This design comes from an exercise in tuning for small area on the open sky130 flow, not from production work. Function was checked by simulation only, so behaviour that the tests miss may differ from the original. No activity file was given, so power comes from the tool's default toggle rates.

<file path="flow/run.sh">
#!/bin/bash
# synth_recipe.tcl (not shown) runs the flow's synth.tcl, then flattens the netlist and writes it again
# the make line also repeats each setting of config.mk as NAME=value (left out here)
make -C /OpenROAD-flow-scripts/flow DESIGN_CONFIG=/design/flow/config.mk WORK_HOME=/design/flow/orfs CLKGATE_MAP_FILE= SYNTH_SCRIPT=/design/flow/synth_recipe.tcl finish
</file>
<file path="flow/config.mk">
export PLATFORM = sky130hd
export DESIGN_NAME = chess_top
export DESIGN_NICKNAME = chess_top
export VERILOG_FILES = /design/flow/design.v
export SDC_FILE = /design/flow/constraint.sdc
export NUM_CORES = 4
export LEC_CHECK = 0
export CAP_MARGIN = 20
export CORE_MARGIN = 2
export CORE_UTILIZATION = 40
export SLEW_MARGIN = 20
export SYNTH_HIERARCHICAL = 1
</file>
<file path="flow/constraint.sdc">
create_clock -name core_clock -period 5.0 [get_ports {clk}]
set_input_delay 1.0000 -clock core_clock [delete_from_list [all_inputs] [get_ports {clk}]]
set_output_delay 1.0000 -clock core_clock [all_outputs]
set_load 0.01 [all_outputs]
</file>
<file path="flow/design.v">
`default_nettype none
module button_conditioner #(
    parameter int DEBOUNCE_CYCLES = 4
) (
    input  logic       clk,
    input  logic       rst,
    input  logic [4:0] buttons,
    output logic [4:0] presses
);
    localparam int NUM_BUTTONS = 5;
    localparam int CNT_W = (DEBOUNCE_CYCLES > 1) ? $clog2(DEBOUNCE_CYCLES) : 1;
    logic [NUM_BUTTONS-1:0]       level;
    logic [NUM_BUTTONS-1:0]       level_q;
    logic [NUM_BUTTONS*CNT_W-1:0] count;
    always_ff @(posedge clk) begin
        if (rst) begin
            level <= '0;
            count <= '0;
        end else begin
            for (int i = 0; i < NUM_BUTTONS; i++) begin
                if (buttons[i] == level[i]) begin
                    count[i*CNT_W +: CNT_W] <= '0;
                end else if (count[i*CNT_W +: CNT_W] == CNT_W'(DEBOUNCE_CYCLES - 1)) begin
                    level[i] <= buttons[i];
                    count[i*CNT_W +: CNT_W] <= '0;
                end else begin
                    count[i*CNT_W +: CNT_W] <= count[i*CNT_W +: CNT_W] + CNT_W'(1);
                end
            end
        end
    end
    always_ff @(posedge clk) begin
        if (rst) begin
            level_q <= '0;
            presses <= '0;
        end else begin
            level_q <= level;
            presses <= level & ~level_q;
        end
    end
endmodule
`default_nettype wire
`default_nettype none
module board_state (
    input  logic         clk,
    input  logic         rst,
    input  logic         mv_valid,
    input  logic [5:0]   mv_from,
    input  logic [5:0]   mv_to,
    input  logic [3:0]   mv_piece,
    output logic [255:0] board
);
    localparam logic [255:0] START_BOARD =
        256'h43265234111111110000000000000000000000000000000099999999cbaedabc;
    logic [7:0] to_row, to_col, fr_row, fr_col;
    always_comb begin
        for (int k = 0; k < 8; k++) begin
            to_row[k] = (mv_valid && mv_to[5:3] == 3'(k)) || rst;
            to_col[k] = (mv_to[2:0] == 3'(k)) || rst;
            fr_row[k] = (mv_valid && mv_from[5:3] == 3'(k)) || rst;
            fr_col[k] = (mv_from[2:0] == 3'(k)) || rst;
        end
    end
    logic [3:0] piece_set, piece_clr;
    assign piece_set = mv_piece | {4{rst}};
    assign piece_clr = mv_piece & {4{~rst}};
    for (genvar i = 0; i < 64; i++) begin : g_sq
        logic       load, hold;
        logic [3:0] data;
        square_ctl ctl (
            .to_row(to_row[i/8]),
            .to_col(to_col[i%8]),
            .fr_row(fr_row[i/8]),
            .fr_col(fr_col[i%8]),
            .load  (load),
            .hold  (hold)
        );
        for (genvar b = 0; b < 4; b++) begin : g_bit
            assign data[b] = START_BOARD[4*i+b] ? piece_set[b] : piece_clr[b];
        end
        board_square sq (
            .clk (clk),
            .load(load),
            .hold(hold),
            .data(data),
            .q   (board[4*i +: 4])
        );
    end
endmodule
`default_nettype wire
`default_nettype none
module board_square (
    input  logic       clk,
    input  logic       load,
    input  logic       hold,
    input  logic [3:0] data,
    output logic [3:0] q
);
    always_ff @(posedge clk) begin
        q <= ({4{load}} & data) | ({4{hold}} & q);
    end
endmodule
`default_nettype wire
`default_nettype none
module square_ctl (
    input  logic to_row,
    input  logic to_col,
    input  logic fr_row,
    input  logic fr_col,
    output logic load,
    output logic hold
);
    assign load = to_row & to_col;
    nor_and hold_gate (
        .a(fr_row),
        .b(fr_col),
        .c(load),
        .y(hold)
    );
endmodule
module nor_and (
    input  logic a,
    input  logic b,
    input  logic c,
    output logic y
);
    assign y = ~((a & b) | c);
endmodule
`default_nettype wire
`default_nettype none
module move_controller (
    input  logic         clk,
    input  logic         rst,
    input  logic [4:0]   presses,
    input  logic [3:0]   under_cursor,
    output logic [5:0]   cursor,
    output logic [6:0]   selection,
    output logic         turn,
    output logic         mv_valid,
    output logic [5:0]   mv_from,
    output logic [5:0]   mv_to,
    output logic [2:0]   mv_kind
);
    localparam logic [5:0] CURSOR_START = 6'd52;
    logic       press_left, press_right, press_up, press_down, press_center;
    logic [2:0] row;
    logic [2:0] col;
    logic       cursor_owned;
    logic       sel_valid;
    logic [5:0] sel_addr;
    assign {press_left, press_right, press_up, press_down, press_center} = presses;
    assign row = cursor[5:3];
    assign col = cursor[2:0];
    assign cursor_owned = (under_cursor[2:0] != 3'd0) && (under_cursor[3] == turn);
    assign selection = {sel_valid, sel_addr & {6{sel_valid}}};
    assign mv_from   = sel_addr;
    always_ff @(posedge clk) begin
        if (rst) begin
            cursor <= CURSOR_START;
        end else if (press_left) begin
            if (col != 3'd0) begin
                cursor <= cursor - 6'd1;
            end
        end else if (press_right) begin
            if (col != 3'd7) begin
                cursor <= cursor + 6'd1;
            end
        end else if (press_up) begin
            if (row != 3'd0) begin
                cursor <= cursor - 6'd8;
            end
        end else if (press_down) begin
            if (row != 3'd7) begin
                cursor <= cursor + 6'd8;
            end
        end
    end
    always_ff @(posedge clk) begin
        if (press_center && cursor_owned) begin
            sel_addr <= cursor;
            mv_kind  <= under_cursor[2:0];
        end
    end
    always_ff @(posedge clk) begin
        mv_to <= cursor;
    end
    always_ff @(posedge clk) begin
        if (rst) begin
            sel_valid <= 1'b0;
            turn      <= 1'b0;
            mv_valid  <= 1'b0;
        end else begin
            mv_valid <= 1'b0;
            if (press_center) begin
                if (!sel_valid) begin
                    if (cursor_owned) begin
                        sel_valid <= 1'b1;
                    end
                end else if (cursor == sel_addr) begin
                    sel_valid <= 1'b0;
                end else if (!cursor_owned) begin
                    mv_valid  <= 1'b1;
                    turn      <= ~turn;
                    sel_valid <= 1'b0;
                end
            end
        end
    end
endmodule
`default_nettype wire
`default_nettype none
module chess_top #(
    parameter int DEBOUNCE_CYCLES = 4
) (
    input  logic         clk,
    input  logic         rst,
    input  logic [4:0]   buttons,
    output logic [255:0] board,
    output logic [5:0]   cursor,
    output logic [6:0]   selection,
    output logic         turn
);
    logic [4:0] presses;
    logic [3:0] under_cursor;
    logic       mv_valid;
    logic [5:0] mv_from, mv_to;
    logic [2:0] mv_kind;
    button_conditioner #(
        .DEBOUNCE_CYCLES(DEBOUNCE_CYCLES)
    ) button_conditioner_inst (
        .clk    (clk),
        .rst    (rst),
        .buttons(buttons),
        .presses(presses)
    );
    logic [7:0] cur_row, cur_col;
    logic [3:0] by_col [8];
    always_comb begin
        for (int k = 0; k < 8; k++) begin
            cur_row[k] = (cursor[5:3] == 3'(k));
            cur_col[k] = (cursor[2:0] == 3'(k));
        end
    end
    for (genvar b = 0; b < 4; b++) begin : g_uc
        for (genvar c = 0; c < 8; c++) begin : g_col
            logic [7:0] column;
            for (genvar r = 0; r < 8; r++) begin : g_row
                assign column[r] = board[4*(8*r+c)+b];
            end
            pick8 pick_row (
                .sel (cur_row),
                .d   (column),
                .y   (by_col[c][b])
            );
        end
        pick8 pick_col (
            .sel (cur_col),
            .d   ({by_col[7][b], by_col[6][b], by_col[5][b], by_col[4][b],
                   by_col[3][b], by_col[2][b], by_col[1][b], by_col[0][b]}),
            .y   (under_cursor[b])
        );
    end
    move_controller move_controller_inst (
        .clk         (clk),
        .rst         (rst),
        .presses     (presses),
        .under_cursor(under_cursor),
        .cursor      (cursor),
        .selection   (selection),
        .turn        (turn),
        .mv_valid    (mv_valid),
        .mv_from     (mv_from),
        .mv_to       (mv_to),
        .mv_kind     (mv_kind)
    );
    board_state board_state_inst (
        .clk     (clk),
        .rst     (rst),
        .mv_valid(mv_valid),
        .mv_from (mv_from),
        .mv_to   (mv_to),
        .mv_piece({~turn, mv_kind}),
        .board   (board)
    );
endmodule
`default_nettype wire
`default_nettype none
module pick8 (
    input  logic [7:0] sel,
    input  logic [7:0] d,
    output logic       y
);
    assign y = |(sel & d);
endmodule
`default_nettype wire
</file>
==> impl_metrics.csv, run 1 <==
group,metric,value,unit
timing,fin_ws,1.51,ns
timing,tightest_slew,1.13,ns
pwr,p_leak,6.25,nW
timing,post-route-period-util,0.698,
synth,synthMuxAreaShare,0.00670,
run_status,status,"no timing/DRC/antenna violations",
detailed_routing,detail_route.wl_per_cell,26.8,µm
clock_network,cts_tree,"yes",
min_path,hold_class,"flip-flop to flip-flop",
critical_path,path_max_fanout,32,
synth,postSynthAreaPerCell,11.4,µm²
clock_network,cts_resized,0,
detailed_routing,routed_wl,48800,µm
placed_design,placed_cell_area,15600,µm²
placed_design,gp_congestion,0.915,
grt,grt_pass1_wl,70500,µm
detailed_routing,drc,0,
clock_network,root_buffer,"clkbuf_16",
synth,yosysMostFrequentCell,"dfxtp_1",
critical_path,cp-end-kind,"flip-flop",
synth,syn_area,12300,µm²
die,die_height,180,µm
grt,grt_pass1_vias,10500,
grt,track_usage,0.289,
critical_path,startpoint,"move_controller_inst.cursor[3]$_SDFFE_PP0P_",
clock_network,insertion_delay,0.52,ns
die,coreArea,30400,µm²
timing,fin_skew,0.0139,ns
placed_design,dp_hpwl,33500,µm
synth,async_reset_ff_frac,0,
pwr,p_clk_frac,0.399,
synth,synth_top_area_share,0.481,
critical_path,reg2regPathDepth,9,
finish,fill_cells,2676,
clock_network,ctsHoldBuffers,0,
finish,fin_area,16700,µm²
synth,netlist.top_cell.by_area,"dfxtp_1",
grt,antenna_found_initial,1,
detailed_routing,drt-initial-drc-count,1241,
critical_path,worstPathArrival,3.89,ns
pwr,seqPwrFrac,0.465,
synth,synth.area.top_cells,"dfxtp_1 48%, a22o_1 18%, a22oi_1 8.8%",
die,start_util,0.405,
detailed_routing,num_vias,11500,
pwr,vdd_ir_drop_max,253,µV
pwr,p_switching,0.00156,W
timing,slew_headroom,0.246,
critical_path,timing.rr.start,"move_controller_inst.cursor[3]$_SDFFE_PP0P_",
pwr,p_int,0.00444,W
clock_network,clk_path_buf_depth,3,
clock_network,cts_setup_buffers,0,
die,die_w,180,µm
pwr,power_frac_comb,0.136,
placed_design,pre_cts_ws,1.66,ns
synth,ys_seq_elements,305,
critical_path,r2r-end,"move_controller_inst.turn$_SDFFE_PP0P_",
pwr,powerDensity,359,nW/µm²
synth,synth_xor_area_frac,0.00924,
synth,syn_inst,1085,
synth,synthSimpleGateAreaFrac,0.110,
synth,synth_nets,1102,
flow_run,max-cap-violations,0,
finish,final_nets,1420,
timing,fmax,287,MHz
critical_path,cp_slowest_cell,"dfxtp_1",
critical_path,cp-start-kind,"flip-flop",
timing,drv_slew,0,
critical_path,rrSetupSlack,1.51,ns
clock_network,cts.clk_slew.worst_paths,0.06,ns
critical_path,path_cells,"and3b_2 -> a22oi_1 -> nand4_1 -> a22oi_1 -> nand4_1 -> nor3_1 -> o211ai_1 -> o21ba_2 -> mux2_2",
grt,grt_max_degree,43,
finish,drive_above_1_share,0.120,
critical_path,critPathKind,"flip-flop to flip-flop",
timing,rsz0062_at_grt,"no",
synth,synthTopCellsByCount,"296 x dfxtp_1, 256 x a22o_1, 144 x a22oi_1",
detailed_routing,routed_via_density,6.30,
critical_path,crit_end,"move_controller_inst.turn$_SDFFE_PP0P_",
synth,synth_top_family_by_area,"compound AO/OA/AOI/OAI gates",
pwr,swShare,0.260,
critical_path,required,5.40,ns
synth,synth_compound_area_frac,0.348,
critical_path,slowest_delay,0.81,ns
timing,period_minus_slack,3.49,ns
clock_network,cts_max_level,2,
clock_network,cts_made_buffers,35,
die,rows,64,
synth,synth_edf_count,9,
clock_network,cts.sinks,305,
timing,hold_viol_final,0,
die,die_area,32200,µm²
timing,setup_viol,0,
synth,ys_seq_area_frac,0.503,
synth,synth-adder-area-share,0.0108,
detailed_routing,ant_nets,0,
die,io_pins,277,
synth,yosys_warnings,12,
synth,synth_flop_cell,"dfxtp_1",
grt,gr-total-overflow,0,
detailed_routing,drt_first_pass_iters,5,
timing,setup_tns,0,ns
synth,synth_cell_types,57,
placed_design,io_buffers,276,
finish,syn2layout_area_growth,35.6,%
state kept, by name, indices dropped and copies added, names as in the netlist, 3 cells and up:
register                         cells
board_state_inst.g_sq.sq.q         256
button_conditioner_inst.count       10
button_conditioner_inst.level        5
button_conditioner_inst.level_q      5
button_conditioner_inst.presses      5
move_controller_inst.cursor          6
move_controller_inst.mv_kind         3
move_controller_inst.mv_to           6
move_controller_inst.sel_addr        6
cells in the final DEF, fill, tap and decap left out, types with 6 or more instances in the layout:
cell             count
nor2b_1             15
a22oi_1            144
o21ai_0             13
nor2_1              20
nand2_1              7
mux2i_1              6
a31o_1               6
a41o_1               6
clkbuf_8             8
clkdlybuf4s50_1    275
inv_1               15
a22o_1             256
nand4_1             39
clkbuf_16           35
and3b_2              6
a21oi_2             64
and2_1              71
clkbuf_1             8
buf_4               16
xnor2_1             12
edfxtp_1             9
dfxtp_1            296
ha_1                 9
metal layers:
metal  wire [µm]  vias to the layer above  GRT usage
met1       21200                     5609      0.408
met4        1500                        0      0.101
met3        4360                      104     0.0482
li1            -                     5087          -
met2       21800                      669      0.446
met5           0                        -          0
worst min path at each step:
| stage | endpoint | from | cells past startpoint |
|---|---|---|---|
| CTS | button_conditioner_inst.presses[1]$_SDFF_PP0_ | button_conditioner_inst.level_q[1]$_SDFF_PP0_ | 1 |
| global route | button_conditioner_inst.presses[2]$_SDFF_PP0_ | button_conditioner_inst.level_q[2]$_SDFF_PP0_ | 1 |
| floorplan | button_conditioner_inst.presses[0]$_SDFF_PP0_ | button_conditioner_inst.level_q[0]$_SDFF_PP0_ | 1 |
| detailed placement | button_conditioner_inst.presses[1]$_SDFF_PP0_ | button_conditioner_inst.level_q[1]$_SDFF_PP0_ | 1 |
| global placement | button_conditioner_inst.presses[3]$_SDFF_PP0_ | button_conditioner_inst.level_q[3]$_SDFF_PP0_ | 1 |
| finish | button_conditioner_inst.presses[1]$_SDFF_PP0_ | button_conditioner_inst.level_q[1]$_SDFF_PP0_ | 1 |
Yosys stat by module, one instance, submodules excluded, excerpt:
module	cells inside	cell area (µm²)	flip-flops and latches	copies in the design
board_square	8	115	4	64
nor_and	1	8.76	0	64
pick8	5	36.3	0	36
move_controller	116	1200	24	1
chess_top	17	134	0	1
square_ctl	1	6.26	0	64
board_state	65	448	0	1
worst max-delay path, delay by kind of cell (launching register included):
family | cells | cell delay, ns
AO/OA/AOI/OAI | 4 | 1.06
flip-flops | 1 | 0.81
multiplexers | 1 | 0.32
AND/OR/NAND/NOR | 4 | 1.15
power by group through the flow:
stage | Sequential (W) | Combinational [W] | Clock (W)
6_report | 0.00279 | 0.000816 | 0.00239
5_1_grt | 0.00280 | 0.000864 | 0.00252
4_1_cts | 0.00278 | 0.000813 | 0.00242
2_1_floorplan | 0.00284 | 0.000320 | 0
3_5_place_dp | 0.00284 | 0.000810 | 0
3_3_place_gp | 0.00284 | 0.000802 | 0
area by class of cell:
class,instances,area (µm²),share of cell area
flip-flops and latches,305,6200,0.371
inverters,16,60.1,0.00359
well taps,396,495,0.0297
repair buffers,292,2880,0.172
clock buffers,51,1020,0.0608
clock inverters,7,42.5,0.00255
diodes,1,2.50,0.000150
multi-input cells,753,6020,0.360
metrics by stage:
stage	power (W)	instances	util	hold slack (ns)
2_1_floorplan	0.00316	1085	-	0.367
3_3_place_gp	0.00364	1762	0.514	0.370
3_5_place_dp	0.00365	1762	0.514	0.380
4_1_cts	0.00601	1820	0.549	0.387
5_1_grt	0.00618	1820	0.549	0.407
6_report	0.00600	1821	0.549	0.382
kinds of logic after synthesis:
kind of cell             after synthesis
AO/OA/AOI/OAI                        517
flip-flops                           305
AND/OR/NAND/NOR                      205
buffers and inverters                 27
XOR/XNOR                              13
adder cells (fa/ha/maj)               10
multiplexers                           8
==> run 2: changes to the inputs <==
==> flow/flow/run.sh (new file) <==
#!/bin/bash
# The standard layout, with every port buffered by the smallest buffer.
set -euo pipefail
export BUFFER_PORTS_ARGS="-buffer_cell sky130_fd_sc_hd__buf_1"
bash standard.sh > standard.log 2>&1
==> flow/standard.sh (new file) <==
#!/bin/bash
# synth_recipe.tcl (not shown) runs the flow's synth.tcl, then flattens the netlist and writes it again
# the make line also repeats each setting of config.mk as NAME=value (left out here)
make -C /OpenROAD-flow-scripts/flow DESIGN_CONFIG=/design/flow/config.mk WORK_HOME=/design/flow/orfs CLKGATE_MAP_FILE= SYNTH_SCRIPT=/design/flow/synth_recipe.tcl "${@:-finish}"
--- a/flow/config.mk
+++ b/flow/config.mk
@@ -8,5 +8,6 @@
 export CAP_MARGIN = 20
 export CORE_MARGIN = 2
 export CORE_UTILIZATION = 40
+export CTS_BUF_LIST = sky130_fd_sc_hd__clkbuf_4
 export SLEW_MARGIN = 20
 export SYNTH_HIERARCHICAL = 1
removed: flow/run.sh
==> impl_metrics.csv, run 2 <==
group,metric,value,unit
detailed_routing,drc,0,
clock_network,cts_max_level,3,
synth,yosys_warnings,12,
flow_run,max-cap-violations,0,
timing,post-route-period-util,0.714,
critical_path,path_buf_inv,0,
critical_path,cp-start-kind,"flip-flop",
finish,drive_above_1_share,0.167,
detailed_routing,routed_via_density,6.22,
timing,fin_skew,0.0362,ns
synth,synth_flop_cell,"dfxtp_1",
clock_network,cts_setup_buffers,0,
clock_network,cts_resized,0,
grt,grt_max_degree,43,
grt,antenna_found_initial,4,
synth,ys_seq_area_frac,0.503,
pwr,p_leak,5.68,nW
synth,synth_edf_count,9,
synth,ys_seq_elements,305,
die,start_util,0.405,
timing,setup_tns,0,ns
finish,largestRegisters,"board_state_inst.g_sq.sq.q x256, button_conditioner_inst.count x10",
critical_path,critPathKind,"flip-flop to flip-flop",
run_status,status,"no timing/DRC/antenna violations",
synth,async_reset_ff_frac,0,
timing,drv_slew,0,
timing,fmax,280,MHz
die,die_w,180,µm
placed_design,dp_hpwl,32300,µm
clock_network,cts_tree,"yes",
timing,hold_viol_final,0,
finish,final_nets,1466,
die,die_area,32200,µm²
clock_network,root_buffer,"clkbuf_4",
detailed_routing,num_vias,11800,
pwr,vdd_ir_drop_max,176,µV
synth,synth_top_area_share,0.481,
timing,slew_headroom,0.224,
timing,setup_viol,0,
timing,tightest_slew,1.15,ns
critical_path,cp-end-kind,"flip-flop",
grt,track_usage,0.285,
critical_path,path_max_fanout,32,
detailed_routing,drt-initial-drc-count,1228,
synth,synthTopCellsByCount,"296 x dfxtp_1, 256 x a22o_1, 144 x a22oi_1",
die,coreArea,30400,µm²
finish,largest_reg_flops,256,
finish,final_cell_mix,"296 x dfxtp_1, 275 x buf_1, 256 x a22o_1",
grt,grt_pass1_wl,70300,µm
critical_path,reg2regPathDepth,9,
finish,layout_commonest_cell,"dfxtp_1",
clock_network,cts.clk_slew.worst_paths,0.06,ns
synth,synth.area.top_cells,"dfxtp_1 48%, a22o_1 18%, a22oi_1 8.8%",
grt,gr-total-overflow,0,
timing,whs,0.381,ns
finish,fill_cells,2904,
placed_design,gp_congestion,0.871,
detailed_routing,drt_first_pass_iters,6,
clock_network,cts_made_buffers,81,
timing,rsz0062_at_grt,"no",
critical_path,path_cells,"and3b_2 -> a22oi_1 -> nand4_1 -> a22oi_1 -> nand4_1 -> nor3_1 -> o211ai_1 -> o21ba_2 -> mux2_2",
clock_network,cts.sinks,305,
placed_design,io_buffers,276,
synth,yosysMostFrequentCell,"dfxtp_1",
pwr,powerDensity,378,nW/µm²
critical_path,crit_family,"compound AO/OA/AOI/OAI gates",
detailed_routing,ant_nets,0,
synth,syn_inst,1085,
die,die_height,180,µm
critical_path,worst-path-stages,9,
finish,syn2layout_area_growth,21.6,%
critical_path,required,5.58,ns
synth,syn_area,12300,µm²
clock_network,insertion_delay,0.71,ns
clock_network,clk_path_buf_depth,3,
critical_path,slowest_delay,0.72,ns
clock_network,ctsHoldBuffers,0,
synth,netlist.top_cell.by_area,"dfxtp_1",
min_path,holdPathStages,1,
grt,grt_pass1_vias,11100,
critical_path,cp_slowest_cell,"dfxtp_1",
die,io_pins,277,
synth,synth_cell_types,57,
synth,postSynthAreaPerCell,11.4,µm²
finish,fin_cells,1904,
finish,top_register,"board_state_inst.g_sq.sq.q",
pwr,total_power,0.00567,W
critical_path,worstPathArrival,4.15,ns
timing,period_minus_slack,3.57,ns
detailed_routing,detail_route.wl_per_cell,25.3,µm
synth,synth_nets,1102,
detailed_routing,routed_wl,48300,µm
min_path,hold_class,"flip-flop to flip-flop",
placed_design,placed_cells,1762,
die,rows,64,
-- run 2: cell counts after synthesis --
No cell type changed its count.
-- run 2: cell families after synthesis --
group,synth area share
flip-flops,0.503
AO/OA/AOI/OAI,0.348
adder cells (fa/ha/maj),0.0108
AND/OR/NAND/NOR,0.110
XOR/XNOR,0.00924
multiplexers,0.00670
buffers and inverters,0.0132
-- run 2: report_power, final --
group          switching, W  internal (W)  leakage [nW]
logic              0.000392      0.000237          2.53
clock network       0.00104       0.00121         0.618
registers          0.000174       0.00260          2.53
-- run 2: modules after synthesis (local to each module, per instance), a selection --
module           flops+latches  cells
board_square                 4      8
board_state                  0     65
chess_top                    0     17
move_controller             24    116
nor_and                      0      1
pick8                        0      5
square_ctl                   0      1
-- run 2: path summary, 6_finish.rpt --
check                                                startpoint  slack [ns]                                            end
setup / recovery    move_controller_inst.cursor[5]$_SDFFE_PP1P_        1.43         move_controller_inst.turn$_SDFFE_PP0P_
hold / removal    button_conditioner_inst.level_q[2]$_SDFF_PP0_        0.38  button_conditioner_inst.presses[2]$_SDFF_PP0_
setup reg to reg    move_controller_inst.cursor[5]$_SDFFE_PP1P_        1.43         move_controller_inst.turn$_SDFFE_PP0P_
hold reg to reg   button_conditioner_inst.level_q[2]$_SDFF_PP0_        0.38  button_conditioner_inst.presses[2]$_SDFF_PP0_
-- run 2: layer usage --
layer	track usage	vias to the layer above	wire (µm)
li1	-	5240	-
met1	0.379	5765	20000
met2	0.438	726	21700
met3	0.0762	116	4830
met4	0.122	2	1700
met5	0	-	28
-- run 2: worst register-to-register path, stage by stage, from the launching register on --
cell and delay [ns]:
dfxtp_1 0.72, and3b_2 0.54, a22oi_1 0.40, nand4_1 0.17, a22oi_1 0.45, nand4_1 0.18, nor3_1 0.29, o211ai_1 0.12
o21ba_2 0.26, mux2_2 0.32
-- run 2: through the flow --
stage | utilization | area [µm²] | setup WS (ns)
6_report | 0.493 | 15000 | 1.43
5_1_grt | 0.492 | 15000 | 1.29
4_1_cts | 0.492 | 15000 | 1.52
3_5_place_dp | 0.458 | 13900 | 1.57
3_3_place_gp | 0.457 | 13900 | 1.47
2_1_floorplan | - | 12300 | 1.02
-- run 2: area by class of cell --
cell class	instances	area [µm²]	area share
Antenna cell	3	7.51	0.000501
Clock buffer	122	916	0.0611
Clock inverter	17	135	0.00902
Inverter	16	60.1	0.00401
Multi-Input combinational cell	753	6020	0.402
Sequential cell	305	6200	0.413
Tap cell	396	495	0.0331
Timing Repair Buffer	292	1160	0.0772
==> run 3: changes to the inputs <==
--- a/flow/design.v
+++ b/flow/design.v
@@ -57,8 +57,8 @@
         for (int k = 0; k < 8; k++) begin
             to_row[k] = (mv_valid && mv_to[5:3] == 3'(k)) || rst;
             to_col[k] = (mv_to[2:0] == 3'(k)) || rst;
-            fr_row[k] = (mv_valid && mv_from[5:3] == 3'(k)) || rst;
-            fr_col[k] = (mv_from[2:0] == 3'(k)) || rst;
+            fr_row[k] = mv_valid && mv_from[5:3] == 3'(k);
+            fr_col[k] = mv_from[2:0] == 3'(k);
         end
     end
     logic [3:0] piece_set, piece_clr;
@@ -154,27 +154,25 @@
     assign cursor_owned = (under_cursor[2:0] != 3'd0) && (under_cursor[3] == turn);
     assign selection = {sel_valid, sel_addr & {6{sel_valid}}};
     assign mv_from   = sel_addr;
-    always_ff @(posedge clk) begin
-        if (rst) begin
-            cursor <= CURSOR_START;
-        end else if (press_left) begin
-            if (col != 3'd0) begin
-                cursor <= cursor - 6'd1;
-            end
-        end else if (press_right) begin
-            if (col != 3'd7) begin
-                cursor <= cursor + 6'd1;
-            end
-        end else if (press_up) begin
-            if (row != 3'd0) begin
-                cursor <= cursor - 6'd8;
-            end
-        end else if (press_down) begin
-            if (row != 3'd7) begin
-                cursor <= cursor + 6'd8;
-            end
-        end
-    end
+    logic left_go, right_go, up_go, down_go;
+    assign left_go  = press_left;
+    assign right_go = press_right & ~press_left;
+    assign up_go    = press_up & ~press_left & ~press_right;
+    assign down_go  = press_down & ~press_up & ~press_left & ~press_right;
+    cursor_axis #(.START(CURSOR_START[2:0])) col_axis (
+        .clk (clk),
+        .rst (rst),
+        .dec (left_go),
+        .inc (right_go),
+        .pos (cursor[2:0])
+    );
+    cursor_axis #(.START(CURSOR_START[5:3])) row_axis (
+        .clk (clk),
+        .rst (rst),
+        .dec (up_go),
+        .inc (down_go),
+        .pos (cursor[5:3])
+    );
     always_ff @(posedge clk) begin
         if (press_center && cursor_owned) begin
             sel_addr <= cursor;
@@ -209,6 +207,27 @@
 endmodule
 `default_nettype wire
 `default_nettype none
+module cursor_axis #(
+    parameter logic [2:0] START = 3'd0
+) (
+    input  logic       clk,
+    input  logic       rst,
+    input  logic       dec,
+    input  logic       inc,
+    output logic [2:0] pos
+);
+    always_ff @(posedge clk) begin
+        if (rst) begin
+            pos <= START;
+        end else if (dec && pos != 3'd0) begin
+            pos <= pos - 3'd1;
+        end else if (inc && pos != 3'd7) begin
+            pos <= pos + 3'd1;
+        end
+    end
+endmodule
+`default_nettype wire
+`default_nettype none
 module chess_top #(
     parameter int DEBOUNCE_CYCLES = 4
 ) (
@@ -290,6 +309,26 @@
     input  logic [7:0] d,
     output logic       y
 );
-    assign y = |(sel & d);
+    logic [2:0] part_n;
+    aoi222 part0 (.a(sel[2:0]), .b(d[2:0]), .y(part_n[0]));
+    aoi222 part1 (.a(sel[5:3]), .b(d[5:3]), .y(part_n[1]));
+    aoi22  part2 (.a(sel[7:6]), .b(d[7:6]), .y(part_n[2]));
+    assign y = ~&part_n;
+endmodule
+module aoi222 (
+    input  logic [2:0] a,
+    input  logic [2:0] b,
+    output logic       y
+);
+    assign y = ~|(a & b);
+endmodule
+`default_nettype wire
+`default_nettype none
+module aoi22 (
+    input  logic [1:0] a,
+    input  logic [1:0] b,
+    output logic       y
+);
+    assign y = ~|(a & b);
 endmodule
 `default_nettype wire
==> flow/flow/run.sh (replaced) <==
#!/bin/bash
# The standard layout with three changes: every port is buffered by the
# smallest buffer, ABC maps for a light load (so it does not upsize gates
# that drive one or two pins), and the clock tree uses small sink clusters
# of clkbuf_4 without dummy loads.
set -euo pipefail
export BUFFER_PORTS_ARGS="-buffer_cell sky130_fd_sc_hd__buf_1"
export CTS_ARGS="-sink_clustering_enable -repair_clock_nets -dont_use_dummy_load -buf_list sky130_fd_sc_hd__clkbuf_4 -sink_clustering_size 8 -sink_clustering_max_diameter 40"
bash standard.sh ABC_LOAD_IN_FF=1 finish > standard.log 2>&1
--- a/flow/config.mk
+++ b/flow/config.mk
@@ -8,6 +8,5 @@
 export CAP_MARGIN = 20
 export CORE_MARGIN = 2
 export CORE_UTILIZATION = 40
-export CTS_BUF_LIST = sky130_fd_sc_hd__clkbuf_4
 export SLEW_MARGIN = 20
 export SYNTH_HIERARCHICAL = 1
==> impl_metrics.csv, run 3 <==
group,metric,value,unit
die,coreArea,28900,µm²
timing,setup_tns,0,ns
die,rows,62,
placed_design,gp_congestion,0.904,
grt,grt_pass1_wl,67100,µm
detailed_routing,routed_via_density,6.44,
timing,fmax,249,MHz
critical_path,cp_slowest_cell,"dfxtp_1",
critical_path,required,5.31,ns
synth,ys_seq_area_frac,0.526,
clock_network,cts_made_buffers,49,
synth,yosys_warnings,14,
clock_network,root_buffer,"clkbuf_4",
detailed_routing,drc,0,
synth,synthTopCellsByCount,"296 x dfxtp_1, 256 x a22o_1, 72 x a222oi_1",
critical_path,path_buf_inv,1,
timing,hold_viol_final,0,
clock_network,cts_resized,0,
timing,whs,0.342,ns
timing,post-route-period-util,0.802,
clock_network,insertion_delay,0.71,ns
timing,slew_headroom,0.197,
placed_design,dp_hpwl,33000,µm
critical_path,cp-start-kind,"flip-flop",
finish,layout_commonest_cell,"dfxtp_1",
grt,grt_max_degree,33,
detailed_routing,num_vias,11400,
timing,fin_skew,0.0926,ns
clock_network,cts_max_level,2,
detailed_routing,drt-initial-drc-count,1732,
synth,syn_area,11800,µm²
synth,yosysMostFrequentCell,"dfxtp_1",
clock_network,clk_path_buf_depth,3,
synth,synth_nets,1057,
finish,final_nets,1407,
finish,final_cell_mix,"296 x dfxtp_1, 275 x buf_1, 256 x a22o_1",
die,start_util,0.408,
grt,gr-total-overflow,0,
flow_run,max-cap-violations,0,
synth,synth.area.top_cells,"dfxtp_1 50%, a22o_1 19%, a222oi_1 6.1%",
finish,fin_area,13900,µm²
critical_path,path_max_fanout,20,
finish,largest_reg_flops,256,
synth,async_reset_ff_frac,0,
pwr,p_leak,5.39,nW
finish,largestRegisters,"board_state_inst.g_sq.sq.q x256, button_conditioner_inst.count x10",
synth,netlist.top_cell.by_area,"dfxtp_1",
detailed_routing,ant_nets,0,
synth,syn_inst,1043,
pwr,powerDensity,356,nW/µm²
finish,top_register,"board_state_inst.g_sq.sq.q",
die,die_height,176,µm
grt,antenna_found_initial,2,
critical_path,cp-end-kind,"flip-flop",
timing,setup_viol,0,
detailed_routing,routed_wl,46400,µm
synth,synth_edf_count,9,
detailed_routing,detail_route.wl_per_cell,26.1,µm
clock_network,ctsHoldBuffers,0,
critical_path,critPathKind,"flip-flop to flip-flop",
die,die_area,30800,µm²
clock_network,cts_setup_buffers,0,
clock_network,cts_tree,"yes",
die,io_pins,277,
detailed_routing,drt_first_pass_iters,8,
grt,track_usage,0.289,
finish,syn2layout_area_growth,18.1,%
timing,drv_slew,0,
min_path,hold_class,"flip-flop to flip-flop",
critical_path,worstPathArrival,4.32,ns
timing,rsz0062_at_grt,"no",
grt,grt_pass1_vias,10400,
pwr,vdd_ir_drop_max,158,µV
critical_path,slowest_delay,0.75,ns
timing,tightest_slew,1.19,ns
run_status,status,"no timing/DRC/antenna violations",
synth,synth_flop_cell,"dfxtp_1",
finish,fill_cells,2824,
clock_network,cts.clk_slew.worst_paths,0.09,ns
finish,drive_above_1_share,0.0755,
placed_design,io_buffers,276,
placed_design,placed_cell_area,13500,µm²
clock_network,cts.sinks,305,
synth,ys_seq_elements,305,
synth,synth_cell_types,51,
critical_path,crit_family,"simple AND/OR/NAND/NOR gates",
synth,synth_top_area_share,0.504,
critical_path,path_cells,"and3b_1 -> buf_4 -> a222oi_1 -> nand3_1 -> a222oi_1 -> nand3_1 -> xnor2_1 -> o31a_1 -> and2_0",
timing,period_minus_slack,4.01,ns
synth,postSynthAreaPerCell,11.3,µm²
die,die_w,176,µm
==> run 3: report_power, final <==
| part | internal (W) | switching [W] | leakage [nW] |
|---|---|---|---|
| Clock | 0.000448 | 0.000825 | 0.225 |
| Combinational | 0.000306 | 0.000440 | 2.61 |
| Sequential | 0.00266 | 0.000265 | 2.55 |
| Total | 0.00342 | 0.00153 | 5.39 |
==> run 3: per-layer routing <==
layer	share of wire	up-vias	global-route usage
met4	0.044	0	0.121
met5	0	-	0
met2	0.43	755	0.433
li1	-	5041	-
met3	0.11	140	0.0550
met1	0.42	5503	0.408
==> run 3: cell families after synthesis <==
logic type                 synth area share
AOI/OAI and AO/OA                     0.328
xor gates and xnor gates            0.00893
adders and majority gates           0.00872
buffers and inverters               0.00914
DFF                                   0.526
muxes                               0.00510
and+or+nand+nor                       0.114
==> run 3: final cells by class <==
type	instances	area (µm²)	share of cell area
antenna	2	5.00	0.000360
clock buffer	49	368	0.0265
timing repair buffer	307	1270	0.0914
multi-input combinational	719	5530	0.398
inverter	11	41.3	0.00297
sequential	305	6200	0.446
tap	384	480	0.0346
==> run 3: worst paths after layout <==
path,startpoint,end,slack [ns],cells past startpoint
min,button_conditioner_inst.level_q[4]$_SDFF_PP0_,button_conditioner_inst.presses[4]$_SDFF_PP0_,0.34,1
max reg2reg,move_controller_inst.row_axis.pos[2]$_SDFFE_PP1P_,move_controller_inst.sel_addr[5]$_DFFE_PP_,0.99,9
max,move_controller_inst.row_axis.pos[2]$_SDFFE_PP1P_,move_controller_inst.sel_addr[5]$_DFFE_PP_,0.99,9
min reg2reg,button_conditioner_inst.level_q[4]$_SDFF_PP0_,button_conditioner_inst.presses[4]$_SDFF_PP0_,0.34,1
==> run 3: worst reg2reg max path: stages (launching register included) <==
cell and delay (ns):
dfxtp_1 0.75, and3b_1 0.48, buf_4 0.33, a222oi_1 0.38, nand3_1 0.12, a222oi_1 0.46
nand3_1 0.16, xnor2_1 0.23, o31a_1 0.21, and2_0 0.53
==> run 3: Yosys stat by module, one instance, submodules excluded, excerpt <==
| module | times used | cells inside | area (µm²) | flip-flops and latches |
|---|---|---|---|---|
| chess_top | 1 | 17 | 124 | 0 |
| move_controller | 1 | 52 | 689 | 18 |
| aoi222 | 72 | 1 | 10.0 | 0 |
| board_state | 1 | 58 | 349 | 0 |
| board_square | 64 | 8 | 115 | 4 |
| pick8 | 36 | 1 | 5.00 | 0 |
| square_ctl | 64 | 1 | 6.26 | 0 |
| aoi22 | 36 | 1 | 7.51 | 0 |
| nor_and | 64 | 1 | 5.00 | 0 |
==> run 3: per-stage QoR <==
step / utilization / setup WS [ns] / power [W] / instances
CTS: 0.481 / 1.03 / 0.00495 / 1775
global placement: 0.468 / 1.24 / 0.00371 / 1726
floorplan: - / 0.879 / 0.00332 / 1043
global route: 0.481 / 0.796 / 0.00514 / 1777
finish: 0.481 / 0.989 / 0.00495 / 1777
detailed placement: 0.469 / 1.07 / 0.00371 / 1726
==> run 4: changes to the inputs <==
==> flow/flow/run.sh (replaced) <==
#!/bin/bash
# The standard layout with three changes: every port is buffered by the
# smallest buffer, ABC maps for a light load (so it does not upsize gates
# that drive one or two pins), and the clock tree uses small sink clusters
# of clkbuf_8 without dummy loads.
set -euo pipefail
export BUFFER_PORTS_ARGS="-buffer_cell sky130_fd_sc_hd__buf_1"
export CTS_ARGS="-sink_clustering_enable -repair_clock_nets -dont_use_dummy_load -buf_list sky130_fd_sc_hd__clkbuf_8 -sink_clustering_size 12 -sink_clustering_max_diameter 60"
bash standard.sh ABC_LOAD_IN_FF=1 finish > standard.log 2>&1
==> impl_metrics.csv, run 4 <==
group,metric,value,unit
detailed_routing,drt_first_pass_iters,9,
finish,layout_commonest_cell,"dfxtp_1",
synth,yosysMostFrequentCell,"dfxtp_1",
finish,top_register,"board_state_inst.g_sq.sq.q",
finish,syn2layout_area_growth,18.4,%
clock_network,ctsHoldBuffers,0,
finish,final_cell_mix,"296 x dfxtp_1, 275 x buf_1, 256 x a22o_1",
synth,ys_seq_elements,305,
grt,antenna_found_initial,1,
critical_path,cp-end-kind,"flip-flop",
clock_network,cts.clk_slew.worst_paths,0.09,ns
timing,period_minus_slack,4.05,ns
min_path,hold_class,"flip-flop to flip-flop",
critical_path,worstPathArrival,4.24,ns
timing,fmax,247,MHz
clock_network,root_buffer,"clkbuf_8",
grt,top_usage_layer,"met2",
timing,slew_headroom,0.214,
synth,synth-adder-area-share,0.00872,
synth,synth_top_family_by_area,"compound AO/OA/AOI/OAI gates",
critical_path,required,5.19,ns
synth,async_reset_ff_frac,0,
placed_design,gp_congestion,0.904,
die,rows,62,
detailed_routing,ant_nets,0,
grt,track_usage,0.287,
die,die_w,176,µm
synth,yosys_warnings,14,
pwr,vdd_ir_drop_max,262,µV
clock_network,clk_path_buf_depth,3,
timing,tightest_slew,1.17,ns
placed_design,io_buffers,276,
synth,synth_edf_count,9,
synth,synth_cell_types,51,
finish,diodes,0,
detailed_routing,drt-initial-drc-count,1588,
min_path,holdPathStages,1,
timing,setup_viol,0,
grt,grt_pass1_vias,10300,
die,die_height,176,µm
critical_path,reg2regPathDepth,9,
run_status,status,"no timing/DRC/antenna violations",
detailed_routing,num_vias,11300,
critical_path,cp-start-kind,"flip-flop",
timing,rsz0062_at_grt,"no",
grt,grt_pass1_wl,66800,µm
synth,synth.area.top_cells,"dfxtp_1 50%, a22o_1 19%, a222oi_1 6.1%",
clock_network,cts_max_level,1,
critical_path,path_max_fanout,20,
clock_network,cts_setup_buffers,0,
synth,syn_area,11800,µm²
clock_network,cts_tree,"yes",
detailed_routing,detail_route.wl_per_cell,26.4,µm
synth,ys_seq_area_frac,0.526,
finish,largest_reg_flops,256,
detailed_routing,routed_via_density,6.42,
grt,met1_usage,0.408,
synth,synth_top_area_share,0.504,
synth,postSynthAreaPerCell,11.3,µm²
synth,synthMuxAreaShare,0.00510,
finish,drive_above_1_share,0.0627,
synth,synth_flop_cell,"dfxtp_1",
timing,hold_viol_final,0,
grt,grt_max_degree,33,
clock_network,cts_made_buffers,30,
die,coreArea,28900,µm²
synth,synth_nets,1057,
timing,fin_skew,0.0293,ns
clock_network,insertion_delay,0.58,ns
grt,gr-total-overflow,0,
finish,final_nets,1388,
critical_path,critPathKind,"flip-flop to flip-flop",
clock_network,cts.sinks,305,
finish,utilization,0.483,
synth,synth_compound_area_frac,0.328,
pwr,p_leak,5.38,nW
die,io_pins,277,
die,start_util,0.408,
flow_run,max-cap-violations,0,
timing,setup_tns,0,ns
clock_network,cts_resized,0,
timing,drv_slew,0,
detailed_routing,drc,0,
synth,synthTopCellsByCount,"296 x dfxtp_1, 256 x a22o_1, 72 x a222oi_1",
synth,syn_inst,1043,
finish,largestRegisters,"board_state_inst.g_sq.sq.q x256, button_conditioner_inst.count x10",
placed_design,dp_hpwl,33000,µm
synth,synth_xor_area_frac,0.00893,
grt,grtUsageMet3,0.0478,
die,die_area,30800,µm²
synth,netlist.top_cell.by_area,"dfxtp_1",
synth,synthSimpleGateAreaFrac,0.114,
timing,post-route-period-util,0.810,
detailed_routing,routed_wl,46300,µm
pwr,powerDensity,359,nW/µm²
grt,use_met2,0.434,
-- run 4: routing by layer --
metal  wire length [µm]  up-vias
met2              20300      705
li1                   -     4971
met4               1780        0
met3               4610       99
met1              19700     5500
met5                  0        -
-- run 4: worst max-delay path, cell delays in order, from the launching register on --
cell      delay (ns)
dfxtp_1         0.75
and3b_1         0.46
buf_4           0.32
a222oi_1        0.37
nand3_1         0.13
a222oi_1        0.47
nand3_1         0.16
xnor2_1         0.23
o31a_1          0.21
and2_0          0.54
-- run 4: area by class of cell --
cell class / instances / area (µm²)
fillers: 2812 / 14900
flip-flops and latches: 305 / 6200
multi-input cells: 719 / 5530
repair buffers: 307 / 1270
well taps: 384 / 480
clock buffers: 30 / 413
inverters: 11 / 41.3
-- run 4: report_power, final --
part	internal [W]	total, W	leakage [nW]	switching (W)
Combinational	0.000306	0.000745	2.61	0.000439
Sequential	0.00266	0.00293	2.55	0.000267
Clock	0.000531	0.00134	0.216	0.000804
-- run 4: final timing paths --
| path | start | to | slack, ns |
|---|---|---|---|
| worst max-delay path | move_controller_inst.row_axis.pos[2]$_SDFFE_PP1P_ | move_controller_inst.sel_addr[4]$_DFFE_PP_ | 0.95 |
| worst min-delay path | button_conditioner_inst.level_q[4]$_SDFF_PP0_ | button_conditioner_inst.presses[4]$_SDFF_PP0_ | 0.38 |
| worst max register to register | move_controller_inst.row_axis.pos[2]$_SDFFE_PP1P_ | move_controller_inst.sel_addr[4]$_DFFE_PP_ | 0.95 |
| worst min register to register | button_conditioner_inst.level_q[4]$_SDFF_PP0_ | button_conditioner_inst.presses[4]$_SDFF_PP0_ | 0.38 |
-- run 4: cell families (layout without fill, tap and decap cells) --
logic type,after synthesis,after routing
muxes,6,6
AOI/OAI and AO/OA,470,470
xor gates and xnor gates,12,12
and+or+nand+nor,224,224
DFF,305,305
buffers and inverters,19,348
adders and majority gates,7,7
-- run 4: metrics by stage --
stage	cells	setup slack (ns)	cell area, µm²	total power [W]	hold WS, ns
floorplan	1043	0.879	11800	0.00332	0.367
global placement	1726	1.24	13500	0.00371	0.372
detailed placement	1726	1.07	13500	0.00371	0.373
CTS	1756	1.02	13900	0.00502	0.382
global route	1756	0.783	13900	0.00519	0.402
finish	1756	0.951	13900	0.00501	0.383
-- run 4: per-module statistics from Yosys, one instance, submodules excluded, excerpt --
module	flip-flops and latches	times used	cells	area, µm²
board_state	0	1	58	349
chess_top	0	1	17	124
square_ctl	0	64	1	6.26
move_controller	18	1	52	689
board_square	4	64	8	115
aoi22	0	36	1	7.51
nor_and	0	64	1	5.00
pick8	0	36	1	5.00
aoi222	0	72	1	10.0
==> run 5: changes to the inputs <==
--- a/flow/design.v
+++ b/flow/design.v
@@ -8,34 +8,61 @@
     output logic [4:0] presses
 );
     localparam int NUM_BUTTONS = 5;
+    for (genvar i = 0; i < NUM_BUTTONS; i++) begin : g_btn
+        button_debounce #(
+            .DEBOUNCE_CYCLES(DEBOUNCE_CYCLES)
+        ) debounce (
+            .clk  (clk),
+            .rst  (rst),
+            .raw  (buttons[i]),
+            .press(presses[i])
+        );
+    end
+endmodule
+module button_debounce #(
+    parameter int DEBOUNCE_CYCLES = 4
+) (
+    input  logic clk,
+    input  logic rst,
+    input  logic raw,
+    output logic press
+);
     localparam int CNT_W = (DEBOUNCE_CYCLES > 1) ? $clog2(DEBOUNCE_CYCLES) : 1;
-    logic [NUM_BUTTONS-1:0]       level;
-    logic [NUM_BUTTONS-1:0]       level_q;
-    logic [NUM_BUTTONS*CNT_W-1:0] count;
+    logic             level;
+    logic             level_q;
+    logic [CNT_W-1:0] count;
+    logic             differs;
+    logic             done;
+    logic [CNT_W-1:0] count_up;
+    assign differs = raw ^ level;
+    assign done    = (count == CNT_W'(DEBOUNCE_CYCLES - 1));
+    always_comb begin
+        logic carry;
+        carry = 1'b1;
+        for (int b = 0; b < CNT_W; b++) begin
+            count_up[b] = count[b] ^ carry;
+            carry       = carry & count[b];
+        end
+    end
     always_ff @(posedge clk) begin
         if (rst) begin
-            level <= '0;
+            level <= 1'b0;
             count <= '0;
         end else begin
-            for (int i = 0; i < NUM_BUTTONS; i++) begin
-                if (buttons[i] == level[i]) begin
-                    count[i*CNT_W +: CNT_W] <= '0;
-                end else if (count[i*CNT_W +: CNT_W] == CNT_W'(DEBOUNCE_CYCLES - 1)) begin
-                    level[i] <= buttons[i];
-                    count[i*CNT_W +: CNT_W] <= '0;
-                end else begin
-                    count[i*CNT_W +: CNT_W] <= count[i*CNT_W +: CNT_W] + CNT_W'(1);
-                end
+            if (differs && done) begin
+                level <= raw;
             end
+            count <= (differs && !done) ? count_up : '0;
         end
     end
     always_ff @(posedge clk) begin
+        level_q <= level;
+    end
+    always_ff @(posedge clk) begin
         if (rst) begin
-            level_q <= '0;
-            presses <= '0;
+            press <= 1'b0;
         end else begin
-            level_q <= level;
-            presses <= level & ~level_q;
+            press <= level & ~level_q;
         end
     end
 endmodule
@@ -216,13 +243,18 @@
     input  logic       inc,
     output logic [2:0] pos
 );
+    logic dn, up;
+    logic [2:0] nxt;
+    assign dn = dec & (pos != 3'd0);
+    assign up = inc & (pos != 3'd7);
+    assign nxt[0] = pos[0] ^ (dn | up);
+    assign nxt[1] = pos[1] ^ (pos[0] ? up : dn);
+    assign nxt[2] = (up & pos[0] & pos[1]) | (pos[2] & ~(dn & ~pos[0] & ~pos[1]));
     always_ff @(posedge clk) begin
         if (rst) begin
             pos <= START;
-        end else if (dec && pos != 3'd0) begin
-            pos <= pos - 3'd1;
-        end else if (inc && pos != 3'd7) begin
-            pos <= pos + 3'd1;
+        end else begin
+            pos <= nxt;
         end
     end
 endmodule
==> flow/flow/run.sh (replaced) <==
#!/bin/bash
# The standard layout with three changes: every port is buffered by the
# smallest buffer, ABC maps for a light load (so it does not upsize gates
# that drive one or two pins), and the clock tree uses small sink clusters
# of clkbuf_4 without dummy loads.
set -euo pipefail
export BUFFER_PORTS_ARGS="-buffer_cell sky130_fd_sc_hd__buf_1"
export CTS_ARGS="-sink_clustering_enable -repair_clock_nets -dont_use_dummy_load -buf_list sky130_fd_sc_hd__clkbuf_4 -sink_clustering_size 8 -sink_clustering_max_diameter 40"
bash standard.sh ABC_LOAD_IN_FF=1 finish > standard.log 2>&1
==> impl_metrics.csv, run 5 <==
group,metric,value,unit
synth,postSynthAreaPerCell,11.4,µm²
pwr,vdd_ir_drop_max,181,µV
pwr,p_switching,0.00151,W
pwr,swShare,0.308,
finish,final_nets,1368,
pwr,p_int,0.00339,W
grt,antenna_found_initial,2,
synth,yosys_warnings,14,
critical_path,slowest_delay,0.72,ns
synth,synth_cell_types,43,
clock_network,clk_path_buf_depth,3,
detailed_routing,ant_nets,0,
grt,top_usage_layer,"met2",
critical_path,cp-start-kind,"flip-flop",
critical_path,path_buf_inv,1,
finish,top_register,"board_state_inst.g_sq.sq.q",
run_status,status,"no timing/DRC/antenna violations",
placed_design,placed_cells,1692,
clock_network,cts_made_buffers,46,
detailed_routing,drt_first_pass_iters,10,
pwr,seqPwrFrac,0.602,
synth,synth_top_area_share,0.515,
flow_run,max-cap-violations,0,
clock_network,insertion_delay,0.68,ns
detailed_routing,routed_via_density,6.46,
timing,hold_viol_final,0,
synth,synth_flop_cell,"dfxtp_1",
detailed_routing,routed_wl,45700,µm
synth,async_reset_ff_frac,0,
die,die_area,30200,µm²
die,coreArea,28500,µm²
clock_network,root_buffer,"clkbuf_4",
min_path,hold_class,"flip-flop to flip-flop",
timing,setup_tns,0,ns
timing,drv_slew,0,
placed_design,dp_hpwl,31900,µm
synth,ys_seq_elements,305,
clock_network,cts_tree,"yes",
finish,fin_cells,1739,
grt,grt_pass1_vias,10300,
clock_network,cts_resized,0,
grt,grt_pass1_wl,66600,µm
timing,setup_viol,0,
synth,syn_inst,1008,
detailed_routing,detail_route.wl_per_cell,26.3,µm
timing,rsz0062_at_grt,"no",
clock_network,cts_max_level,2,
detailed_routing,drt-initial-drc-count,1911,
finish,drive_above_1_share,0.0694,
synth,synthTopCellsByCount,"296 x dfxtp_1, 256 x a22o_1, 72 x a222oi_1",
critical_path,crit_family,"simple AND/OR/NAND/NOR gates",
timing,tightest_slew,1.27,ns
pwr,p_clk_frac,0.253,
pwr,p_leak,5.24,nW
grt,grtUsageMet3,0.0586,
grt,grt_max_degree,49,
timing,slew_headroom,0.150,
placed_design,io_buffers,276,
pwr,powerDensity,360,nW/µm²
critical_path,cp_slowest_cell,"dfxtp_1",
critical_path,cp-end-kind,"flip-flop",
detailed_routing,num_vias,11200,
synth,synth_nets,1020,
grt,use_met2,0.446,
timing,post-route-period-util,0.786,
synth,yosysMostFrequentCell,"dfxtp_1",
synth,ys_seq_area_frac,0.538,
critical_path,worstPathArrival,4.22,ns
die,start_util,0.403,
detailed_routing,drc,0,
finish,largestRegisters,"board_state_inst.g_sq.sq.q x256, button_conditioner_inst.g_btn.debounce.count x10",
critical_path,path_max_fanout,20,
synth,netlist.top_cell.by_area,"dfxtp_1",
clock_network,cts.clk_slew.worst_paths,0.09,ns
synth,syn_area,11500,µm²
die,rows,62,
die,io_pins,277,
finish,largest_reg_flops,256,
timing,period_minus_slack,3.93,ns
finish,layout_commonest_cell,"dfxtp_1",
timing,fmax,254,MHz
finish,fill_cells,2810,
synth,synth.area.top_cells,"dfxtp_1 51%, a22o_1 19%, a222oi_1 6.3%",
die,die_w,174,µm
clock_network,cts.sinks,305,
critical_path,critPathKind,"flip-flop to flip-flop",
clock_network,ctsHoldBuffers,0,
synth,synth_edf_count,9,
grt,met1_usage,0.398,
finish,syn2layout_area_growth,18.3,%
timing,fin_skew,0.0585,ns
critical_path,path_cells,"and3b_1 -> buf_4 -> a222oi_1 -> nand3_1 -> a222oi_1 -> nand3_1 -> xnor2_1 -> o31a_1 -> and2_0",
clock_network,cts_setup_buffers,0,
placed_design,gp_congestion,0.890,
grt,track_usage,0.291,
grt,gr-total-overflow,0,
die,die_height,174,µm
pwr,power_frac_comb,0.145,
finish,final_cell_mix,"296 x dfxtp_1, 275 x buf_1, 256 x a22o_1",
critical_path,required,5.28,ns
==> run 5: cell types whose count changed in the layout (fill, tap and decap cells not counted), sizes merged, moves of 3 or more <==
cell,previous run,this run
nor2b,19,7
a31oi,3,0
a221oi,0,3
buf,306,301
nor3b,10,15
clkbuf,31,47
and3b,12,8
nand3,43,38
inv,11,7
==> run 5: path summary, 6_finish.rpt <==
check	end	slack, ns	start	depth (start not counted)
worst max-delay path	move_controller_inst.mv_kind[0]$_DFFE_PP_	1.07	move_controller_inst.row_axis.pos[2]$_SDFF_PP1_	9
worst min-delay path	button_conditioner_inst.g_btn[0].debounce.press$_SDFF_PP0_	0.39	button_conditioner_inst.g_btn[0].debounce.level_q$_DFF_P_	1
worst max register to register	move_controller_inst.mv_kind[0]$_DFFE_PP_	1.07	move_controller_inst.row_axis.pos[2]$_SDFF_PP1_	9
worst min register to register	button_conditioner_inst.g_btn[0].debounce.press$_SDFF_PP0_	0.39	button_conditioner_inst.g_btn[0].debounce.level_q$_DFF_P_	1
==> run 5: area by class of cell <==
type	count	area, µm²	area share
Sequential cell	305	6200	0.455
Multi-Input combinational cell	694	5340	0.392
Timing Repair Buffer	302	1230	0.0905
Tap cell	384	480	0.0353
Clock buffer	46	345	0.0254
Inverter	7	26.3	0.00193
Antenna cell	1	2.50	0.000184
==> run 5: per-module statistics from Yosys, one instance, submodules excluded, excerpt <==
module / cells inside / flip-flops and latches / area (µm²) / times used
board_square: 8 / 4 / 115 / 64
board_state: 58 / 0 / 349 / 1
chess_top: 17 / 0 / 124 / 1
move_controller: 52 / 18 / 689 / 1
nor_and: 1 / 0 / 5.00 / 64
pick8: 1 / 0 / 5.00 / 36
square_ctl: 1 / 0 / 6.26 / 64
==> run 5: layer usage <==
| metal | part of all wire | wire length [µm] | up-vias |
|---|---|---|---|
| li1 | - | - | 4924 |
| met1 | 0.41 | 18700 | 5431 |
| met2 | 0.44 | 20100 | 741 |
| met3 | 0.11 | 4890 | 134 |
| met4 | 0.045 | 2050 | 0 |
| met5 | 0 | 0 | - |
==> run 5: per-stage QoR <==
stage / util / total power (W) / cell area [µm²] / hold WS, ns / worst slack, ns
after floorplan: - / 0.00332 / 11500 / 0.370 / 0.861
after global placement: 0.465 / 0.00370 / 13300 / 0.378 / 1.34
after detailed placement: 0.465 / 0.00370 / 13300 / 0.380 / 1.16
after CTS: 0.477 / 0.00491 / 13600 / 0.393 / 1.12
after global routing: 0.477 / 0.00509 / 13600 / 0.409 / 0.801
final: 0.477 / 0.00490 / 13600 / 0.391 / 1.07
==> run 5: power groups by stage <==
stage / clock [W] / combinational, W / sequential, W
global placement: 0 / 0.000699 / 0.00300
finish: 0.00124 / 0.000712 / 0.00295
CTS: 0.00126 / 0.000711 / 0.00294
floorplan: 0 / 0.000337 / 0.00298
global route: 0.00135 / 0.000775 / 0.00297
detailed placement: 0 / 0.000707 / 0.00300
==> run 5: logic make-up (layout without fill, tap and decap cells) <==
| logic type | after synthesis | count (layout) | synth area share |
|---|---|---|---|
| DFF | 305 | 305 | 0.538 |
| buffers and inverters | 9 | 355 | 0.00359 |
| adders and majority gates | 5 | 5 | 0.00543 |
| AOI/OAI and AO/OA | 466 | 466 | 0.332 |
| xor gates and xnor gates | 12 | 12 | 0.00913 |
| other | 0 | 1 | 0 |
| muxes | 6 | 6 | 0.00533 |
| and+or+nand+nor | 205 | 205 | 0.106 |
==> run 6: changes to the inputs <==
--- a/flow/config.mk
+++ b/flow/config.mk
@@ -7,6 +7,7 @@
 export LEC_CHECK = 0
 export CAP_MARGIN = 20
 export CORE_MARGIN = 2
-export CORE_UTILIZATION = 40
+export CORE_UTILIZATION = 60
+export PLACE_DENSITY = 0.75
 export SLEW_MARGIN = 20
 export SYNTH_HIERARCHICAL = 1
==> impl_metrics.csv, run 6 <==
group,metric,value,unit
run_status,status,"no timing/DRC/antenna violations",
timing,post-route-period-util,0.803,
synth,synthMuxAreaShare,0.00533,
synth,synth.area.top_cells,"dfxtp_1 51%, a22o_1 19%, a222oi_1 6.3%",
finish,largest_reg_flops,256,
synth,syn_area,11500,µm²
detailed_routing,drt-initial-drc-count,1855,
finish,top_register,"board_state_inst.g_sq.sq.q",
timing,hold_viol_final,0,
die,die_w,143,µm
die,die_area,20300,µm²
synth,yosys_warnings,14,
synth,async_reset_ff_frac,0,
critical_path,cp-start-kind,"flip-flop",
detailed_routing,drc,0,
min_path,worstHoldStart,"button_conditioner_inst.g_btn[0].debounce.level_q$_DFF_P_",
flow_run,max-cap-violations,0,
grt,grt_pass1_vias,10300,
clock_network,root_buffer,"clkbuf_4",
grt,antenna_found_initial,3,
synth,ys_seq_elements,305,
critical_path,critPathKind,"flip-flop to flip-flop",
synth,synth_top_area_share,0.515,
finish,syn2layout_area_growth,16.4,%
timing,slew_headroom,0.206,
clock_network,cts_setup_buffers,0,
pwr,vdd_ir_drop_max,214,µV
grt,track_usage,0.399,
clock_network,cts_made_buffers,45,
pwr,p_int,0.00338,W
critical_path,path_max_fanout,18,
critical_path,cp-end-kind,"flip-flop",
synth,synthTopCellsByCount,"296 x dfxtp_1, 256 x a22o_1, 72 x a222oi_1",
clock_network,cts.sinks,305,
pwr,p_leak,5.22,nW
synth,yosysMostFrequentCell,"dfxtp_1",
grt,grt_max_degree,49,
timing,tightest_slew,1.19,ns
clock_network,cts_max_level,2,
clock_network,insertion_delay,0.67,ns
die,io_pins,277,
synth,synth_flop_cell,"dfxtp_1",
critical_path,r2r-end,"move_controller_inst.mv_kind[0]$_DFFE_PP_",
synth,synth_cell_types,43,
placed_design,io_buffers,276,
critical_path,rrSetupSlack,0.99,ns
placed_design,dp_hpwl,28900,µm
timing,rsz0062_at_grt,"no",
clock_network,cts_resized,0,
die,start_util,0.613,
pwr,total_power,0.00486,W
synth,syn_inst,1008,
synth,synth_compound_area_frac,0.332,
finish,final_nets,1364,
clock_network,clk_path_buf_depth,3,
pwr,p_clk_frac,0.249,
clock_network,cts_tree,"yes",
timing,fmax,249,MHz
critical_path,required,5.28,ns
clock_network,ctsHoldBuffers,0,
timing,fin_skew,0.0429,ns
critical_path,timing.rr.start,"move_controller_inst.row_axis.pos[2]$_SDFF_PP1_",
grt,gr-total-overflow,0,
timing,setup_tns,0,ns
min_path,holdPathStages,1,
die,rows,50,
detailed_routing,num_vias,11500,
placed_design,gp_congestion,0.939,
pwr,seqPwrFrac,0.602,
pwr,power_frac_comb,0.148,
finish,drive_above_1_share,0.0652,
clock_network,cts.clk_slew.worst_paths,0.09,ns
grt,grt_pass1_wl,61300,µm
detailed_routing,drt_first_pass_iters,10,
synth,postSynthAreaPerCell,11.4,µm²
timing,drv_slew,0,
detailed_routing,routed_via_density,7.23,
critical_path,worstPathArrival,4.29,ns
critical_path,reg2regPathDepth,9,
synth,synth-adder-area-share,0.00543,
synth,synthSimpleGateAreaFrac,0.106,
detailed_routing,routed_wl,42500,µm
timing,period_minus_slack,4.01,ns
die,die_height,143,µm
pwr,powerDensity,363,nW/µm²
finish,final_cell_mix,"296 x dfxtp_1, 275 x buf_1, 256 x a22o_1",
pwr,p_switching,0.00147,W
synth,synth_xor_area_frac,0.00913,
min_path,hold_class,"flip-flop to flip-flop",
pwr,swShare,0.304,
synth,synth_top_family_by_area,"compound AO/OA/AOI/OAI gates",
detailed_routing,detail_route.wl_per_cell,26.8,µm
min_path,whs_endpoint,"button_conditioner_inst.g_btn[0].debounce.press$_SDFF_PP0_",
finish,layout_commonest_cell,"dfxtp_1",
synth,synth_nets,1020,
die,coreArea,18800,µm²
detailed_routing,ant_nets,0,
finish,largestRegisters,"board_state_inst.g_sq.sq.q x256, button_conditioner_inst.g_btn.debounce.count x10",
synth,synth_edf_count,9,
synth,ys_seq_area_frac,0.538,
timing,setup_viol,0,
synth,netlist.top_cell.by_area,"dfxtp_1",
==> run 6: cell counts after synthesis <==
Identical to the previous run, type by type.
==> run 6: per-layer routing <==
metal | vias up | track usage | share of wire
met2 | 1037 | 0.605 | 0.44
met4 | 0 | 0.168 | 0.045
met1 | 5386 | 0.545 | 0.37
li1 | 4894 | - | -
met5 | - | 0 | 0
met3 | 157 | 0.104 | 0.14
==> run 6: layout make-up <==
type                       count  area (µm²)
antenna                        2        5.00
sequential                   305        6200
timing repair buffer         299        1210
clock buffer                  45         338
multi-input combinational    694        5330
tap                          234         293
fill                        1523        5370
inverter                       7        26.3
==> run 6: how the worst max path moves through the flow <==
stage                                                         start                                         end  cells after the start
floorplan           move_controller_inst.row_axis.pos[1]$_SDFF_PP1_   move_controller_inst.mv_kind[0]$_DFFE_PP_                      8
global placement    move_controller_inst.row_axis.pos[2]$_SDFF_PP1_  move_controller_inst.sel_addr[5]$_DFFE_PP_                      9
detailed placement  move_controller_inst.row_axis.pos[2]$_SDFF_PP1_   move_controller_inst.mv_kind[0]$_DFFE_PP_                      9
CTS                 move_controller_inst.row_axis.pos[2]$_SDFF_PP1_   move_controller_inst.mv_kind[0]$_DFFE_PP_                      9
global route        move_controller_inst.row_axis.pos[2]$_SDFF_PP1_   move_controller_inst.mv_kind[0]$_DFFE_PP_                      9
finish              move_controller_inst.row_axis.pos[2]$_SDFF_PP1_   move_controller_inst.mv_kind[0]$_DFFE_PP_                      9
==> run 6: per-module statistics from Yosys (local to each module, per instance), excerpt <==
module / cells / flip-flops and latches / cell area, µm²
aoi22: 1 / 0 / 7.51
aoi222: 1 / 0 / 10.0
board_square: 8 / 4 / 115
board_state: 58 / 0 / 349
chess_top: 17 / 0 / 124
move_controller: 52 / 18 / 689
nor_and: 1 / 0 / 5.00
pick8: 1 / 0 / 5.00
square_ctl: 1 / 0 / 6.26
==> run 6: cell families after synthesis <==
| kind of cell | Yosys count |
|---|---|
| buffers and inverters | 9 |
| DFF | 305 |
| AOI/OAI and AO/OA | 466 |
| muxes | 6 |
| xor gates and xnor gates | 12 |
| and+or+nand+nor | 205 |
| adders and majority gates | 5 |
==> run 6: stage by stage <==
stage / hold slack [ns] / instance area [µm²] / setup slack, ns / std cells / utilization
floorplan: 0.370 / 11500 / 0.861 / 1008 / -
global placement: 0.376 / 13000 / 1.34 / 1538 / 0.695
detailed placement: 0.377 / 13000 / 1.17 / 1539 / 0.695
CTS: 0.390 / 13400 / 1.14 / 1584 / 0.713
global route: 0.405 / 13400 / 0.849 / 1586 / 0.714
finish: 0.389 / 13400 / 0.986 / 1586 / 0.714
==> run 6: worst max-delay path: stages (launching register included) <==
cell and delay [ns]:
dfxtp_1 0.72, and3b_1 0.51, buf_4 0.33, a222oi_1 0.40, nand3_1 0.19, a222oi_1 0.35, nand3_1 0.15, xnor2_1 0.21
o31a_1 0.22, and2_0 0.53
==> run 6: power by group through the flow <==
| stage | registers (W) | clock network [W] | logic [W] |
|---|---|---|---|
| 4_1_cts | 0.00291 | 0.00121 | 0.000712 |
| 3_3_place_gp | 0.00297 | 0 | 0.000693 |
| 6_report | 0.00292 | 0.00121 | 0.000721 |
| 5_1_grt | 0.00293 | 0.00130 | 0.000780 |
| 2_1_floorplan | 0.00298 | 0 | 0.000337 |
| 3_5_place_dp | 0.00296 | 0 | 0.000710 |

port drivers added, routing unchanged:
How much do the figures lean on ideal ports? The routed layouts below were timed once more, with nothing changed but the port constraints.
Step 1 assumes that a clkbuf_16 drives the clock port and a buf_2 every other input.
Step 2 adds t to the input delays and takes it off the output delays; t is the mean of the earliest and latest rising clock arrival at the registers after step 1. Input paths then give back, and output paths get back, about the clock's delay inside the block.
Three values: ideal, step 1, step 2; two values: the first two.
| run | t (ns) | setup WS [ns] | worst slew at a driven data input, ns |
|---|---|---|---|
| run 1 | 0.558 | 1.510 / 1.510 / 1.510 | 0.05 |
| run 2 | 0.740 | 1.429 / 1.429 / 1.429 | 0.03 |
| run 3 | 0.709 | 0.989 / 0.989 / 0.989 | 0.03 |
| run 4 | 0.619 | 0.951 / 0.951 / 0.951 | 0.03 |
| run 5 | 0.702 | 1.068 / 1.068 / 1.068 | 0.03 |
| run 6 | 0.696 | 0.986 / 0.986 / 0.986 | 0.03 |
After both steps setup and hold are still met in every run listed.
